From an optimization exercise on the open Yosys and OpenROAD flow, aimed at small area and a short achievable clock period; shortcuts taken in it are not production practice.
Where RTL was checked, it was by simulation tests only, not by an equivalence proof against the original.
No driver is modelled on the clock port, so clock power and skew are understated where the tree is cut down; a real chip needs a root buffer or a tree.
Power is estimated from default activity; no workload was simulated.

Setup of the baseline:
// debug_top
module debug_top #(
	parameter int ADDR_W = 6
) (
	input wire logic clk,
	input wire logic reset_i,
	input wire logic tck_i,
	input wire logic tms_i,
	input wire logic tdi_i,
	output logic tdo_o,
	input wire logic rx_bit_i,
	input wire logic rx_valid_i,
	input wire dbg_pkg::sample_t sample_i,
	input wire logic sample_valid_i
);
export LEC_CHECK = 0
export CAP_MARGIN = 20
export CORE_MARGIN = 2
export CORE_UTILIZATION = 60
export CTS_BUF_LIST = sky130_fd_sc_hd__clkbuf_16
export CTS_CLUSTER_DIAMETER = 80
export CTS_CLUSTER_SIZE = 25
export SETUP_SLACK_MARGIN = 3.9
export SLEW_MARGIN = 20
create_clock -name core_clock -period 6.0 [get_ports {clk}]
run.sh (not shown) runs the stock make flow with config.mk's settings and CLKGATE_MAP_FILE= SYNTH_SCRIPT=/design/flow/synth_recipe.tcl, a recipe that flattens the netlist after the stock synthesis.
Input-level comparison between the candidate and the baseline:
--- a/flow/design.v
+++ b/flow/design.v
@@ -195,58 +195,55 @@
 		if (is_idcode)
 			dr_cap[31:0] = dbg_pkg::IDCODE_VAL;
 		else if (is_ctrl)
 			dr_cap[7:0] = {ctrl_q, 1'b0};
 		else if (is_status)
 			dr_cap = {cap_done_q, correct_q, total_q};
 		else if (is_addr)
 			dr_cap[ADDR_W-1:0] = rd_addr_q;
 		else if (is_data)
 			dr_cap[7:0] = data_q;
 	end
 	dbg_pkg::sample_t mem [DEPTH];
-	dbg_pkg::sample_t wr_data_q;
 	logic cap_active_q;
-	logic [ADDR_W-1:0] wr_ptr_q;
-	always_ff @(posedge clk) begin
-		if (wr_en_q)
-			mem[wr_ptr_q] <= wr_data_q;
+	logic [ADDR_W-1:0] cap_addr_q;
+	wire cap_take = !reset_i && !cap_arm_q && cap_active_q && sample_valid_i;
+	always_ff @(posedge clk) begin
+		if (cap_take)
+			mem[cap_addr_q] <= sample_i;
 	end
 	wire [ADDR_W-1:0] rd_addr_b = {rd_addr_q[ADDR_W-1:2], ~rd_lo_n_q};
 	dbg_pkg::sample_t rd_a;
 	dbg_pkg::sample_t rd_b;
 	assign rd_a = mem[rd_addr_q];
 	assign rd_b = mem[rd_addr_b];
 	always_ff @(posedge clk) begin
 		if (rd_grant)
 			data_q <= {rd_b[7:4], rd_a[3:0]};
 	end
-	wire cap_take = cap_active_q && sample_valid_i;
-	always_ff @(posedge clk) begin
-		wr_data_q <= sample_i;
+	always_ff @(posedge clk) begin
 		if (reset_i) begin
 			cap_active_q <= 1'b0;
-			wr_ptr_q <= '1;
+			cap_addr_q <= '0;
 			wr_en_q <= 1'b0;
 			cap_done_q <= 1'b0;
 		end else begin
-			wr_en_q <= 1'b0;
+			wr_en_q <= cap_take;
 			if (cap_arm_q) begin
 				cap_active_q <= 1'b1;
-				wr_ptr_q <= '1;
+				cap_addr_q <= '0;
 				cap_done_q <= 1'b0;
 			end else if (cap_take) begin
-				wr_en_q <= 1'b1;
-				wr_ptr_q <= wr_ptr_q + 1'b1;
-				if (wr_ptr_q == ADDR_W'(DEPTH - 2)) begin
+				cap_addr_q <= cap_addr_q + 1'b1;
+				if (cap_addr_q == '1) begin
 					cap_active_q <= 1'b0;
 					cap_done_q <= 1'b1;
 				end
 			end
 		end
 	end
 	logic [6:0] hist_q;
 	logic [2:0] seen_q;
 	wire predicted = hist_q[5] ^ hist_q[6];
 	wire primed = (seen_q == 3'd7);
 	always_ff @(posedge clk) begin
 		if (reset_i || !ctrl_q[1]) begin
==> comparison <==
- Fraction of layout instances using a drive strength above 1, the baseline and the candidate, lower one = the baseline.
- The candidate against the baseline: number of cells on the critical path climbed 3; number of antenna violations at the first check in global routing barely changed; growth of design area from synthesis to finish climbed 3.0 points; area share of and/or/nand/nor cells after synthesis barely changed.
- Looking at critical-path cell with the highest stage delay, the sky130_fd_sc_hd__mux4_2 result is from the baseline; the sky130_fd_sc_hd__nor4bb_4 one comes from the candidate.
- Compared with the baseline, the candidate ends up with more cell area.
- In the metrics for the baseline and the candidate, the one carrying the higher overall power after layout is the candidate.
- Compared to the baseline, the candidate reaches a higher achievable clock.
- Power share of the clock group in the candidate is 0.8 points above the baseline.
No functional check of the RTL was part of any run of this note.

debug_top, a different RTL version from the one above (not shown whole).
==> flow/config.mk <==
export PLATFORM = sky130hd
export DESIGN_NAME = debug_top
export DESIGN_NICKNAME = debug_top
export VERILOG_FILES = /design/flow/design.v
export SDC_FILE = /design/flow/constraint.sdc
export NUM_CORES = 4
export LEC_CHECK = 0
export CAP_MARGIN = 20
export CORE_MARGIN = 2
export CORE_UTILIZATION = 60
export CTS_BUF_LIST = sky130_fd_sc_hd__clkbuf_16
export CTS_CLUSTER_DIAMETER = 80
export CTS_CLUSTER_SIZE = 25
export SETUP_SLACK_MARGIN = 3.9
export SLEW_MARGIN = 20
==> flow/constraint.sdc <==
create_clock -name core_clock -period 6.0 [get_ports {clk}]
set_input_delay 1.2000 -clock core_clock [delete_from_list [all_inputs] [get_ports {clk}]]
set_output_delay 1.2000 -clock core_clock [all_outputs]
set_load 0.01 [all_outputs]
standard.sh (not shown) runs the stock make flow with config.mk's settings and CLKGATE_MAP_FILE= SYNTH_SCRIPT=/design/flow/synth_recipe.tcl, a recipe that flattens the netlist after the stock synthesis.
==> flow/flow/run.sh <==
#!/bin/bash
# Layout flow: the standard flow (standard.sh, unchanged synthesis),
# except that clock tree synthesis builds a two-level tree (flow/mytree.tcl):
# the clock port feeds 4 root clkbuf_16, each driving the clkbuf_16 leaf
# buffers of one quadrant; each leaf drives a cluster of about 24 flip-flops.
# The rest of ORFS's CTS step (placement legalisation, setup/hold repair)
# runs as usual. Each step's make output is logged in this folder; ORFS's
# own per-tool logs are under orfs/logs.
set -euo pipefail
here=$(pwd)

bash standard.sh place > std_1_place.log 2>&1

# ORFS scripts with cts.tcl's clock_tree_synthesis call replaced
mkdir -p scripts_cts
cp -r "$FLOW_HOME"/scripts/. scripts_cts/
sed -i "s#^log_cmd clock_tree_synthesis {\*}\$cts_args#source $here/flow/mytree.tcl; build_clock_tree 24 4; set_propagated_clock [all_clocks]#" scripts_cts/cts.tcl
grep -q "build_clock_tree 24 4" scripts_cts/cts.tcl
bash standard.sh SCRIPTS_DIR="$here/scripts_cts" cts > std_2_cts.log 2>&1

bash standard.sh finish > std_3_finish.log 2>&1
Other scripts of this flow, unchanged in this note and not shown: flow/flow/mytree.tcl
Then changed:
--- a/flow/design.v
+++ b/flow/design.v
@@ -134,35 +134,45 @@
 	assign upd_val = (shift_cnt_q == 7'(DRW)) ? dr_sr[7:0] : first_q;
 	wire is_idcode = (ir_q == dbg_pkg::IR_IDCODE);
 	wire is_ctrl   = (ir_q == dbg_pkg::IR_CTRL);
 	wire is_status = (ir_q == dbg_pkg::IR_STATUS);
 	wire is_addr   = (ir_q == dbg_pkg::IR_MEM_ADDR);
 	wire is_data   = (ir_q == dbg_pkg::IR_MEM_DATA);
 	wire is_bypass = (ir_q == dbg_pkg::IR_BYPASS);
+	logic tdo_n_q;
+	logic tdo_d;
+	always_comb begin
+		tdo_d = ~tdo_n_q;
+		if (reset_i)
+			tdo_d = 1'b0;
+		else if (fall_q) begin
+			if (st_sh_ir)
+				tdo_d = dr_sr[DRW-4];
+			else if (st_sh_dr)
+				tdo_d = is_bypass ? dr_sr[DRW-1] : status_late_q ? total_q[0] : dr_sr[0];
+			else
+				tdo_d = 1'b0;
+		end
+	end
+	always_ff @(posedge clk) begin
+		tdo_o <= tdo_d;
+		tdo_n_q <= ~tdo_d;
+	end
 	always_ff @(posedge clk) begin
 		if (reset_i) begin
 			state_q <= dbg_pkg::TEST_LOGIC_RESET;
 			ir_q <= dbg_pkg::IR_IDCODE;
-			tdo_o <= 1'b0;
 		end else begin
 			if (st_tlr)
 				ir_q <= dbg_pkg::IR_IDCODE;
 			if (rise_q) begin
 				state_q <= state_d;
 				if (st_upd_ir)
 					ir_q <= dr_sr[DRW-1:DRW-4];
 			end
-			if (fall_q) begin
-				if (st_sh_ir)
-					tdo_o <= dr_sr[DRW-4];
-				else if (st_sh_dr)
-					tdo_o <= is_bypass ? dr_sr[DRW-1] : status_late_q ? total_q[0] : dr_sr[0];
-				else
-					tdo_o <= 1'b0;
-			end
 		end
 	end
 	logic [7:1] ctrl_q;
 	logic cap_arm_q;
 	logic rd_req_q;
 	logic [ADDR_W-1:0] rd_addr_q;
 	dbg_pkg::sample_t data_q;
@@ -252,15 +262,17 @@
 			wr_grp_q <= '0;
 			if (cap_arm_q) begin
 				cap_active_q <= 1'b1;
 				wr_ptr_q <= '1;
 				cap_done_q <= 1'b0;
 			end else if (cap_take) begin
 				wr_en_q <= 1'b1;
-				wr_grp_q[wr_ptr_inc[5:3]] <= 1'b1;
+				for (int g = 0; g < 8; g++)
+					wr_grp_q[g] <= (&wr_ptr_q[2:0]) ? (wr_ptr_q[5:3] == 3'(g + 7))
+						: (wr_ptr_q[5:3] == 3'(g));
 				wr_ptr_q <= wr_ptr_inc;
 				if (wr_ptr_q == ADDR_W'(DEPTH - 2)) begin
 					cap_active_q <= 1'b0;
 					cap_done_q <= 1'b1;
 				end
 			end
 		end
What happened: Utilization goes down by 0.35 points; die area goes up slightly; setup slack gains 0.062 ns; synthesized area increases slightly; design area shrinks slightly; clock power barely changes; routed wire length is lower slightly; final cell count grows by a few percent; clock skew climbs by 0.0065 ns; sequential power stays flat.
In every run of this note, the design's own scripts or RTL, not TritonCTS, make the clock network.

==> afterwards: timing with drivers on the ports <==
Ports are ideal in the flow. The routed layouts listed here were re-timed in OpenROAD. Step 1, drivers: a clkbuf_16 drives clk and a buf_2 each remaining input, both assumed. Step 2 adds t to the input delays and takes it off the output delays; t is the mean of the earliest and latest rising clock arrival at the registers after step 1. Input paths then give back, and output paths get back, about the clock's delay inside the block. Three values: ideal ports, drivers, drivers and shift; two values: the first two.
run	t, ns	setup slack, ns	worst data-port slew with drivers (ns)
the baseline	0.647	3.570 / 3.570 / 3.273	0.03
the candidate	0.640	3.628 / 3.648 / 3.008	0.05
the first run of note 2	0.508	3.876 / 3.751 / 3.603	0.05
the second run of note 2	0.507	3.938 / 3.868 / 3.625	0.09
After both steps every run listed still meets setup and hold. For the candidate, which loses most, drivers alone change the setup slack by +0.020 ns; drivers and shift together by -0.620 ns.
